From an optimization exercise on the open Yosys and OpenROAD flow, aimed at small area, a short achievable clock period and few clock cycles; shortcuts taken in it are not production practice.
The RTL was checked by simulation tests, not by an equivalence proof against the original design.
No activity file was given, so power comes from the tool's default toggle rates.

==> trial 84 <==
==> flow/design.v <==
package core_pkg;
  typedef logic [31:0] word_t;
  typedef logic [4:0]  reg_idx_t;
  typedef logic [3:0]  strb_t;
  localparam logic [6:0] opc_lui    = 7'b0110111;
  localparam logic [6:0] opc_auipc  = 7'b0010111;
  localparam logic [6:0] opc_jal    = 7'b1101111;
  localparam logic [6:0] opc_jalr   = 7'b1100111;
  localparam logic [6:0] opc_branch = 7'b1100011;
  localparam logic [6:0] opc_load   = 7'b0000011;
  localparam logic [6:0] opc_store  = 7'b0100011;
  localparam logic [6:0] opc_imm    = 7'b0010011;
  localparam logic [6:0] opc_reg    = 7'b0110011;
endpackage
`timescale 1ns/1ps
module rv_decoder (
  input  core_pkg::word_t     instr,
  output logic                is_lui,
  output logic                is_auipc,
  output logic                is_jal,
  output logic                is_jalr,
  output logic                is_branch,
  output logic                is_load,
  output logic                is_store,
  output logic                is_op,
  output logic                is_opimm,
  output logic                uses_rs1,
  output logic                uses_rs2,
  output logic                writes_rd,
  output logic                valid,
  output core_pkg::word_t     imm_i,
  output core_pkg::word_t     imm_s,
  output core_pkg::word_t     imm_u,
  output core_pkg::word_t     imm_pc
);
  logic [6:0] opcode;
  logic [2:0] funct3;
  logic [6:0] funct7;
  assign opcode = instr[6:0];
  assign funct3 = instr[14:12];
  assign funct7 = instr[31:25];
  assign is_lui    = (opcode == core_pkg::opc_lui);
  assign is_auipc  = (opcode == core_pkg::opc_auipc);
  assign is_jal    = (opcode == core_pkg::opc_jal);
  assign is_jalr   = (opcode == core_pkg::opc_jalr);
  assign is_branch = (opcode == core_pkg::opc_branch);
  assign is_load   = (opcode == core_pkg::opc_load);
  assign is_store  = (opcode == core_pkg::opc_store);
  assign is_op     = (opcode == core_pkg::opc_reg);
  assign is_opimm  = (opcode == core_pkg::opc_imm);
  assign uses_rs1  = is_op || is_opimm || is_load || is_store || is_branch || is_jalr;
  assign uses_rs2  = is_op || is_store || is_branch;
  assign writes_rd = is_op || is_opimm || is_load || is_lui || is_auipc || is_jal || is_jalr;
  always_comb begin
    case (opcode)
      core_pkg::opc_lui, core_pkg::opc_auipc, core_pkg::opc_jal: valid = 1'b1;
      core_pkg::opc_jalr:   valid = (funct3 == 3'b000);
      core_pkg::opc_load:   valid = (funct3 != 3'b011) && (funct3[2:1] != 2'b11);
      core_pkg::opc_store:  valid = !funct3[2] && (funct3[1:0] != 2'b11);
      core_pkg::opc_branch: valid = (funct3[2:1] != 2'b01);
      core_pkg::opc_imm: begin
        if (funct3 == 3'b001) begin
          valid = (funct7 == 7'b0000000);
        end else if (funct3 == 3'b101) begin
          valid = (funct7 == 7'b0000000) || (funct7 == 7'b0100000);
        end else begin
          valid = 1'b1;
        end
      end
      core_pkg::opc_reg: begin
        valid = (funct7 == 7'b0000000) ||
                ((funct7 == 7'b0100000) && ((funct3 == 3'b000) || (funct3 == 3'b101)));
      end
      default: valid = 1'b0;
    endcase
  end
  assign imm_i = {{21{instr[31]}}, instr[30:20]};
  assign imm_s = {{21{instr[31]}}, instr[30:25], instr[11:7]};
  assign imm_u = {instr[31:12], 12'd0};
  always_comb begin
    if (instr[3]) begin
      imm_pc = {{12{instr[31]}}, instr[19:12], instr[20], instr[30:21], 1'b0};
    end else if (instr[6]) begin
      imm_pc = {{20{instr[31]}}, instr[7], instr[30:25], instr[11:8], 1'b0};
    end else begin
      imm_pc = imm_u;
    end
  end
endmodule
`timescale 1ns/1ps
module int_reg_file (
  input  logic               clk,
  input  logic               rstn,
  input  core_pkg::reg_idx_t rs1_idx,
  input  core_pkg::reg_idx_t rs2_idx,
  input  core_pkg::reg_idx_t rd_idx,
  input  logic               rd_we,
  input  core_pkg::word_t    rd_data,
  output core_pkg::word_t    rs1_data,
  output core_pkg::word_t    rs2_data
);
  core_pkg::word_t regs [1:31];
  core_pkg::word_t wdata;
  assign wdata = rstn ? rd_data : '0;
  always_comb begin
    rs1_data = '0;
    rs2_data = '0;
    for (int i = 1; i < 32; i++) begin
      if (rs1_idx == 5'(i)) rs1_data = rs1_data | regs[i];
      if (rs2_idx == 5'(i)) rs2_data = rs2_data | regs[i];
    end
  end
  always_ff @(posedge clk) begin
    for (int i = 1; i < 32; i++) begin
      if (!rstn || (rd_we && rd_idx == 5'(i))) begin
        regs[i] <= wdata;
      end
    end
  end
endmodule
`timescale 1ns/1ps
module alu (
  input  core_pkg::word_t   a,
  input  core_pkg::word_t   b,
  input  logic [2:0]        funct3,
  input  logic              sub,
  input  logic              arith,
  output core_pkg::word_t   sum,
  output core_pkg::word_t   result,
  output logic              eq,
  output logic              lt,
  output logic              ltu
);
  logic [32:0] diff;
  core_pkg::word_t shin, shout, rev_out;
  logic [4:0] shamt;
  assign diff = {1'b0, a} + {1'b0, sub ? ~b : b} + {32'd0, sub};
  assign sum  = diff[31:0];
  assign eq   = (a == b);
  assign ltu  = !diff[32];
  assign lt   = (a[31] ^ b[31]) ? a[31] : diff[31];
  assign shamt = b[4:0];
  always_comb begin
    for (int i = 0; i < 32; i++) shin[i] = funct3[2] ? a[i] : a[31 - i];
  end
  assign shout = $unsigned($signed({arith & a[31], shin}) >>> shamt);
  always_comb begin
    for (int i = 0; i < 32; i++) rev_out[i] = shout[31 - i];
  end
  always_comb begin
    case (funct3)
      3'b000:  result = sum;
      3'b001:  result = rev_out;
      3'b010:  result = {31'd0, lt};
      3'b011:  result = {31'd0, ltu};
      3'b100:  result = a ^ b;
      3'b101:  result = shout;
      3'b110:  result = a | b;
      default: result = a & b;
    endcase
  end
endmodule
`timescale 1ns/1ps
module lsu (
  input  logic [2:0]          st_funct3,
  input  logic [2:0]          ld_funct3,
  input  core_pkg::word_t     rdata,
  output core_pkg::strb_t     strb,
  output core_pkg::word_t     load_data
);
  always_comb begin
    case (st_funct3[1:0])
      2'b00:   strb = 4'b0001;
      2'b01:   strb = 4'b0011;
      default: strb = 4'b1111;
    endcase
  end
  logic sign_bit;
  always_comb begin
    case (ld_funct3[1:0])
      2'b00:   sign_bit = !ld_funct3[2] && rdata[7];
      2'b01:   sign_bit = !ld_funct3[2] && rdata[15];
      default: sign_bit = 1'b0;
    endcase
    case (ld_funct3[1:0])
      2'b00:   load_data = {{24{sign_bit}}, rdata[7:0]};
      2'b01:   load_data = {{16{sign_bit}}, rdata[15:0]};
      default: load_data = rdata;
    endcase
  end
endmodule
`timescale 1ns/1ps
module core_control (
  input  logic               clk,
  input  logic               rstn,
  input  logic               valid,
  input  logic               uses_rs1,
  input  logic               uses_rs2,
  input  core_pkg::reg_idx_t rs1,
  input  core_pkg::reg_idx_t rs2,
  input  logic               e_valid,
  input  logic               e_mem,
  input  logic               e_ldw,
  input  logic               e_wr,
  input  core_pkg::reg_idx_t e_rd,
  input  logic [2:0]         e_funct3,
  input  logic               redirect,
  input  logic               mem_done,
  output logic               hold,
  output logic               advance,
  output logic               issue,
  output logic               ld_wb,
  output core_pkg::reg_idx_t ld_rd,
  output logic [2:0]         ld_funct3,
  output logic               illegal
);
  logic pend, pend_load;
  logic dep1, dep2, dep;
  assign dep1 = (rs1 != 5'd0) && ((pend_load && rs1 == ld_rd) || (e_valid && e_ldw && rs1 == e_rd));
  assign dep2 = (rs2 != 5'd0) && ((pend_load && rs2 == ld_rd) || (e_valid && e_ldw && rs2 == e_rd));
  assign dep  = (uses_rs1 && dep1) || (uses_rs2 && dep2);
  assign hold = e_valid && ((e_mem && pend && !mem_done) ||
                            (e_wr && pend_load && (mem_done || e_rd == ld_rd)));
  assign advance = !illegal && valid && !redirect && !hold && !dep;
  assign issue   = e_valid && e_mem && !hold;
  assign ld_wb   = pend_load && mem_done;
  always_ff @(posedge clk) begin
    if (!rstn) begin
      pend      <= 1'b0;
      pend_load <= 1'b0;
      illegal   <= 1'b0;
    end else begin
      if (issue) begin
        pend      <= 1'b1;
        pend_load <= e_ldw;
      end else if (mem_done) begin
        pend      <= 1'b0;
        pend_load <= 1'b0;
      end
      if (!valid && !redirect && !hold) illegal <= 1'b1;
    end
  end
  always_ff @(posedge clk) begin
    if (issue) begin
      ld_rd     <= e_rd;
      ld_funct3 <= e_funct3;
    end
  end
endmodule
`timescale 1ns/1ps
module core_top (
  input  logic            clk,
  input  logic            rstn,
  input  core_pkg::word_t instr,
  output core_pkg::word_t pc,
  output core_pkg::word_t data_addr,
  output core_pkg::word_t wdata,
  output core_pkg::strb_t data_we,
  output logic            load,
  input  core_pkg::word_t rdata,
  input  logic            mem_done,
  output logic            illegal
);
  logic is_lui, is_auipc, is_jal, is_jalr, is_branch, is_load, is_store, is_op, is_opimm;
  logic uses_rs1, uses_rs2, writes_rd, valid;
  core_pkg::word_t imm_i, imm_s, imm_u, imm_pc;
  core_pkg::reg_idx_t rs1, rs2, rd;
  logic [2:0] funct3;
  core_pkg::word_t rf_rs1, rf_rs2, rs1_val, rs2_val, pc_plus4, pc_imm;
  core_pkg::word_t a_d, b_d, c_d;
  logic fwd1, fwd2, predict;
  logic e_valid, e_load, e_store, e_branch, e_jalr, e_wr, e_ldw, e_sub, e_arith, e_pred;
  core_pkg::reg_idx_t e_rd;
  logic [2:0] e_funct3;
  core_pkg::word_t a, b, c;
  core_pkg::word_t sum, alu_res, e_result, load_data;
  logic eq, lt, ltu, cond, taken, redirect;
  logic hold, advance, issue, ld_wb, wr_en;
  core_pkg::reg_idx_t ld_rd, wr_idx;
  logic [2:0] ld_funct3;
  core_pkg::word_t wr_data;
  core_pkg::strb_t strb;
  assign rs1    = instr[19:15];
  assign rs2    = instr[24:20];
  assign rd     = instr[11:7];
  assign funct3 = instr[14:12];
  rv_decoder u_decoder (
    .instr(instr), .is_lui(is_lui), .is_auipc(is_auipc), .is_jal(is_jal),
    .is_jalr(is_jalr), .is_branch(is_branch), .is_load(is_load), .is_store(is_store),
    .is_op(is_op), .is_opimm(is_opimm), .uses_rs1(uses_rs1), .uses_rs2(uses_rs2),
    .writes_rd(writes_rd), .valid(valid), .imm_i(imm_i), .imm_s(imm_s), .imm_u(imm_u),
    .imm_pc(imm_pc)
  );
  int_reg_file u_regs (
    .clk(clk), .rstn(rstn), .rs1_idx(rs1), .rs2_idx(rs2), .rd_idx(wr_idx), .rd_we(wr_en),
    .rd_data(wr_data), .rs1_data(rf_rs1), .rs2_data(rf_rs2)
  );
  assign fwd1    = e_valid && e_wr && (e_rd == rs1);
  assign fwd2    = e_valid && e_wr && (e_rd == rs2);
  assign rs1_val = fwd1 ? e_result : rf_rs1;
  assign rs2_val = fwd2 ? e_result : rf_rs2;
  assign pc_plus4 = pc + 32'd4;
  assign pc_imm   = pc + imm_pc;
  assign a_d = uses_rs1 ? rs1_val : '0;
  always_comb begin
    if (is_op || is_branch) begin
      b_d = rs2_val;
    end else if (is_store) begin
      b_d = imm_s;
    end else if (is_lui) begin
      b_d = imm_u;
    end else if (is_auipc) begin
      b_d = pc_imm;
    end else if (is_jal) begin
      b_d = pc_plus4;
    end else begin
      b_d = imm_i;
    end
  end
  assign predict = is_branch && instr[31];
  always_comb begin
    if (is_store) begin
      c_d = rs2_val;
    end else if (is_branch && !instr[31]) begin
      c_d = pc_imm;
    end else begin
      c_d = pc_plus4;
    end
  end
  always_ff @(posedge clk) begin
    if (!rstn) begin
      e_valid <= 1'b0;
    end else if (!hold) begin
      e_valid <= advance;
    end
  end
  always_ff @(posedge clk) begin
    if (!hold) begin
      e_load   <= is_load;
      e_store  <= is_store;
      e_branch <= is_branch;
      e_jalr   <= is_jalr;
      e_pred   <= instr[31];
      e_wr     <= writes_rd && !is_load && (rd != 5'd0);
      e_ldw    <= is_load && (rd != 5'd0);
      e_rd     <= rd;
      e_funct3 <= (is_lui || is_auipc || is_jal) ? 3'b000 : funct3;
      e_sub    <= is_branch || ((is_op || is_opimm) && funct3[2:1] == 2'b01) ||
                  (is_op && funct3 == 3'b000 && instr[30]);
      e_arith  <= instr[30];
      a        <= a_d;
      b        <= b_d;
      c        <= c_d;
    end
  end
  always_ff @(posedge clk) begin
    if (!rstn) begin
      pc <= '0;
    end else if (redirect) begin
      pc <= e_branch ? c : {sum[31:1], 1'b0};
    end else if (advance) begin
      pc <= (is_jal || predict) ? pc_imm : pc_plus4;
    end
  end
  alu u_alu (
    .a(a), .b(b), .funct3(e_funct3), .sub(e_sub), .arith(e_arith),
    .sum(sum), .result(alu_res), .eq(eq), .lt(lt), .ltu(ltu)
  );
  assign cond     = e_funct3[2] ? (e_funct3[1] ? ltu : lt) : eq;
  assign taken    = cond ^ e_funct3[0];
  assign redirect = e_valid && !hold && (e_jalr || (e_branch && (taken ^ e_pred)));
  assign e_result = e_jalr ? c : alu_res;
  core_control u_control (
    .clk(clk), .rstn(rstn), .valid(valid), .uses_rs1(uses_rs1), .uses_rs2(uses_rs2),
    .rs1(rs1), .rs2(rs2), .e_valid(e_valid), .e_mem(e_load || e_store), .e_ldw(e_ldw),
    .e_wr(e_wr), .e_rd(e_rd), .e_funct3(e_funct3), .redirect(redirect),
    .mem_done(mem_done), .hold(hold), .advance(advance), .issue(issue), .ld_wb(ld_wb),
    .ld_rd(ld_rd), .ld_funct3(ld_funct3), .illegal(illegal)
  );
  lsu u_lsu (
    .st_funct3(e_funct3), .ld_funct3(ld_funct3), .rdata(rdata), .strb(strb),
    .load_data(load_data)
  );
  assign wr_en   = ld_wb || (e_valid && e_wr && !hold);
  assign wr_idx  = ld_wb ? ld_rd : e_rd;
  assign wr_data = ld_wb ? load_data : e_result;
  assign data_addr = sum;
  assign wdata     = c;
  assign load      = issue && e_load;
  assign data_we   = (issue && e_store) ? strb : 4'd0;
endmodule
==> flow/run.sh <==
#!/bin/bash
# synth_recipe.tcl (not shown) runs the flow's synth.tcl, then flattens the netlist and writes it again
# the make line also repeats each setting of config.mk as NAME=value (left out here)
make -C /OpenROAD-flow-scripts/flow DESIGN_CONFIG=/design/flow/config.mk WORK_HOME=/design/flow/orfs CLKGATE_MAP_FILE= SYNTH_SCRIPT=/design/flow/synth_recipe.tcl finish
==> flow/config.mk <==
export PLATFORM = sky130hd
export DESIGN_NAME = core_top
export DESIGN_NICKNAME = core_top
export VERILOG_FILES = /design/flow/design.v
export SDC_FILE = /design/flow/constraint.sdc
export NUM_CORES = 4
export LEC_CHECK = 0
export CAP_MARGIN = 20
export CORE_MARGIN = 2
export CORE_UTILIZATION = 40
export PLACE_DENSITY = 0.6
export SETUP_SLACK_MARGIN = 5
export SLEW_MARGIN = 20
==> flow/constraint.sdc <==
create_clock -name core_clock -period 12.0 [get_ports {clk}]
set_input_delay 2.4000 -clock core_clock [delete_from_list [all_inputs] [get_ports {clk}]]
set_output_delay 2.4000 -clock core_clock [all_outputs]
set_load 0.01 [all_outputs]
==> trial 61: changes against trial 84 <==
--- a/flow/design.v
+++ b/flow/design.v
@@ -108,4 +108,4 @@
     for (int i = 1; i < 32; i++) begin
-      if (rs1_idx == 5'(i)) rs1_data = rs1_data | regs[i];
-      if (rs2_idx == 5'(i)) rs2_data = rs2_data | regs[i];
+      if (rs1_idx == 5'(i)) rs1_data = rs1_data | ~regs[i];
+      if (rs2_idx == 5'(i)) rs2_data = rs2_data | ~regs[i];
     end
@@ -115,3 +115,3 @@
       if (!rstn || (rd_we && rd_idx == 5'(i))) begin
-        regs[i] <= wdata;
+        regs[i] <= ~wdata;
       end
@@ -208,2 +208,3 @@
   input  logic               mem_done,
+  output logic               pend,
   output logic               hold,
@@ -216,3 +217,3 @@
 );
-  logic pend, pend_load;
+  logic pend_load;
   logic dep1, dep2, dep;
@@ -275,5 +276,5 @@
   core_pkg::word_t a, b, c;
-  core_pkg::word_t sum, alu_res, e_result, load_data;
+  core_pkg::word_t sum, addr, alu_res, e_result, load_data;
   logic eq, lt, ltu, cond, taken, redirect;
-  logic hold, advance, issue, ld_wb, wr_en;
+  logic hold, advance, issue, ld_wb, wr_en, pend, mem_free;
   core_pkg::reg_idx_t ld_rd, wr_idx;
@@ -359,3 +360,3 @@
     end else if (redirect) begin
-      pc <= e_branch ? c : {sum[31:1], 1'b0};
+      pc <= e_branch ? c : {addr[31:1], 1'b0};
     end else if (advance) begin
@@ -368,2 +369,3 @@
   );
+  assign addr = a + b;
   assign cond     = e_funct3[2] ? (e_funct3[1] ? ltu : lt) : eq;
@@ -376,3 +378,3 @@
     .e_wr(e_wr), .e_rd(e_rd), .e_funct3(e_funct3), .redirect(redirect),
-    .mem_done(mem_done), .hold(hold), .advance(advance), .issue(issue), .ld_wb(ld_wb),
+    .mem_done(mem_done), .pend(pend), .hold(hold), .advance(advance), .issue(issue), .ld_wb(ld_wb),
     .ld_rd(ld_rd), .ld_funct3(ld_funct3), .illegal(illegal)
@@ -386,6 +388,7 @@
   assign wr_data = ld_wb ? load_data : e_result;
-  assign data_addr = sum;
+  assign data_addr = addr;
   assign wdata     = c;
-  assign load      = issue && e_load;
-  assign data_we   = (issue && e_store) ? strb : 4'd0;
+  assign mem_free  = !pend || mem_done;
+  assign load      = e_valid && e_load && mem_free;
+  assign data_we   = strb & {4{e_valid && e_store && mem_free}};
 endmodule
==> flow/flow/run.sh (new file) <==
#!/bin/bash
# Standard layout (the standard.sh: standard synthesis, floorplan, placement, CTS,
# routing), with these changes to how it is made; the SDC (clock period, I/O delays,
# output load) is the design's, unchanged:
#  - port buffers are buf_4 instead of the default, slower, buffer choice.
set -euo pipefail
bash standard.sh SETUP_SLACK_MARGIN=9 TNS_END_PERCENT=0 SKIP_GATE_CLONING=1 \
  "BUFFER_PORTS_ARGS=-buffer_cell sky130_fd_sc_hd__buf_4" finish > standard_flow.log 2>&1
==> flow/standard.sh (new file) <==
#!/bin/bash
# synth_recipe.tcl (not shown) runs the flow's synth.tcl, then flattens the netlist and writes it again
# the make line also repeats each setting of config.mk as NAME=value (left out here)
make -C /OpenROAD-flow-scripts/flow DESIGN_CONFIG=/design/flow/config.mk WORK_HOME=/design/flow/orfs CLKGATE_MAP_FILE= SYNTH_SCRIPT=/design/flow/synth_recipe.tcl "${@:-finish}"
--- a/flow/config.mk
+++ b/flow/config.mk
@@ -7,2 +7,3 @@
 export LEC_CHECK = 0
+export ABC_AREA = 1
 export CAP_MARGIN = 20
@@ -10,4 +11,5 @@
 export CORE_UTILIZATION = 40
+export CTS_CLUSTER_DIAMETER = 100
+export CTS_CLUSTER_SIZE = 20
 export PLACE_DENSITY = 0.6
-export SETUP_SLACK_MARGIN = 5
 export SLEW_MARGIN = 20
removed: flow/run.sh
==> trial 2: changes against trial 84 <==
--- a/flow/design.v
+++ b/flow/design.v
@@ -208,2 +208,3 @@
   input  logic               mem_done,
+  output logic               pend,
   output logic               hold,
@@ -216,3 +217,3 @@
 );
-  logic pend, pend_load;
+  logic pend_load;
   logic dep1, dep2, dep;
@@ -275,5 +276,5 @@
   core_pkg::word_t a, b, c;
-  core_pkg::word_t sum, alu_res, e_result, load_data;
+  core_pkg::word_t sum, addr, alu_res, e_result, load_data;
   logic eq, lt, ltu, cond, taken, redirect;
-  logic hold, advance, issue, ld_wb, wr_en;
+  logic hold, advance, issue, ld_wb, wr_en, pend, mem_free;
   core_pkg::reg_idx_t ld_rd, wr_idx;
@@ -359,3 +360,3 @@
     end else if (redirect) begin
-      pc <= e_branch ? c : {sum[31:1], 1'b0};
+      pc <= e_branch ? c : {addr[31:1], 1'b0};
     end else if (advance) begin
@@ -368,2 +369,3 @@
   );
+  assign addr = a + b;
   assign cond     = e_funct3[2] ? (e_funct3[1] ? ltu : lt) : eq;
@@ -376,3 +378,3 @@
     .e_wr(e_wr), .e_rd(e_rd), .e_funct3(e_funct3), .redirect(redirect),
-    .mem_done(mem_done), .hold(hold), .advance(advance), .issue(issue), .ld_wb(ld_wb),
+    .mem_done(mem_done), .pend(pend), .hold(hold), .advance(advance), .issue(issue), .ld_wb(ld_wb),
     .ld_rd(ld_rd), .ld_funct3(ld_funct3), .illegal(illegal)
@@ -386,6 +388,7 @@
   assign wr_data = ld_wb ? load_data : e_result;
-  assign data_addr = sum;
+  assign data_addr = addr;
   assign wdata     = c;
-  assign load      = issue && e_load;
-  assign data_we   = (issue && e_store) ? strb : 4'd0;
+  assign mem_free  = !pend || mem_done;
+  assign load      = e_valid && e_load && mem_free;
+  assign data_we   = strb & {4{e_valid && e_store && mem_free}};
 endmodule
==> flow/flow/run.sh (new file) <==
#!/bin/bash
# Standard layout (the standard.sh: standard synthesis, floorplan, placement, CTS,
# routing), with these changes to how it is made; the SDC (clock period, I/O delays,
# output load) is the design's, unchanged:
#  - port buffers are buf_4 instead of the default, slower, buffer choice.
set -euo pipefail
bash standard.sh SETUP_SLACK_MARGIN=9 TNS_END_PERCENT=0 \
  "BUFFER_PORTS_ARGS=-buffer_cell sky130_fd_sc_hd__buf_4" finish > standard_flow.log 2>&1
==> flow/standard.sh (new file) <==
#!/bin/bash
# synth_recipe.tcl (not shown) runs the flow's synth.tcl, then flattens the netlist and writes it again
# the make line also repeats each setting of config.mk as NAME=value (left out here)
make -C /OpenROAD-flow-scripts/flow DESIGN_CONFIG=/design/flow/config.mk WORK_HOME=/design/flow/orfs CLKGATE_MAP_FILE= SYNTH_SCRIPT=/design/flow/synth_recipe.tcl "${@:-finish}"
--- a/flow/config.mk
+++ b/flow/config.mk
@@ -7,2 +7,3 @@
 export LEC_CHECK = 0
+export ABC_AREA = 1
 export CAP_MARGIN = 20
@@ -11,3 +12,2 @@
 export PLACE_DENSITY = 0.6
-export SETUP_SLACK_MARGIN = 5
 export SLEW_MARGIN = 20
removed: flow/run.sh
==> impl_metrics.yaml <==
final_layout:
  inv_count: 900
  multi_input_area_um2: 26100
  syn_to_final_growth_pct: 18.0
floorplanning:
  die-area_um2: 162000
  rows: 146
timing:
  fin_crit_sh: 0.499
pwr:
  power_mw: 10.3
  internal-power_mw: 7.29
  p_switching_mw: 3.05
run_status:
  status: "no timing/DRC/antenna violations"
hold_path:
  hold_start: "u_control.illegal"
setup_path:
  crit_arrival_ns: 6.64
  r2r_setup_slack_ns: 6.20
cts:
  clock_latency_ns: 0.82
synth:
  yosys.cell_count.top_type: "nand2_1"
  synthesis.instances: 6912
(the above is from trial 2)
==> impl_metrics.yaml <==
hold_path:
  hold_start: "u_control.pend"
floorplanning:
  die-area_um2: 155000
  rows: 142
synth:
  synthesis.instances: 5158
  yosys.cell_count.top_type: "edfxtp_1"
pwr:
  p_switching_mw: 2.75
  internal-power_mw: 7.19
final_layout:
  syn_to_final_growth_pct: 15.6
  multi_input_area_um2: 25700
cts:
  clock_latency_ns: 0.76
timing:
  fin_crit_sh: 0.585
run_status:
  status: "no timing/DRC/antenna violations"
setup_path:
  crit_arrival_ns: 4.63
(the above is from trial 84)
==> impl_metrics.yaml <==
final_layout:
  syn_to_final_growth_pct: 12.7
  inv_count: 568
setup_path:
  crit_arrival_ns: 6.67
  r2r_setup_slack_ns: 6.36
pwr:
  power_mw: 8.64
  internal-power_mw: 6.08
  p_switching_mw: 2.57
hold_path:
  hold_start: "u_control.pend"
cts:
  clock_latency_ns: 0.74
synth:
  synthesis.instances: 6435
timing:
  fin_crit_sh: 0.507
run_status:
  status: "no timing/DRC/antenna violations"
(the above is from trial 61)
Testbench counts of trial 84, summed over its fixed seeds: cycles 37,361.
Testbench counts of trial 61, summed over its fixed seeds: cycles 37,361.
Testbench counts of trial 2, summed over its fixed seeds: cycles 37,361.

## afterwards: timing with drivers on the ports
In the flow no input, the clock included, has a driving cell. The finished layouts below were timed again as built, in two steps.
Step 1 (the two cells are an assumption about what drives the block):
set clk [get_ports {clk}]
set_driving_cell -lib_cell sky130_fd_sc_hd__clkbuf_16 $clk
set_driving_cell -lib_cell sky130_fd_sc_hd__buf_2 [delete_from_list [all_inputs] $clk]
Step 2 times the ports against the registers' clock, not the clock port: input delays grow and output delays shrink by t, the midpoint of the rising clock arrivals with the driver on.
Three values: ideal ports, drivers, drivers and shift; two values: the first two.
run | shift t [ns] | slack for setup (ns) | hold slack, ns | worst setup path at the end | slew at the worst register clock pin (ns)
trial 84 | 0.817 | 4.975 / 4.895 / 4.276 | 0.538 / 0.538 / 0.538 | input to register | 0.07 / 0.07
trial 61 | 0.796 | 5.919 / 5.867 / 5.071 | 0.504 / 0.504 / 0.504 | input to register | 0.10 / 0.10
trial 2 | 0.852 | 6.008 / 6.036 / 5.184 | 0.528 / 0.528 / 0.528 | input to register | 0.08 / 0.08
After both steps setup and hold are still met in every run listed. For trial 61, which loses most, drivers alone change the setup slack by -0.052 ns; drivers and shift together by -0.848 ns.
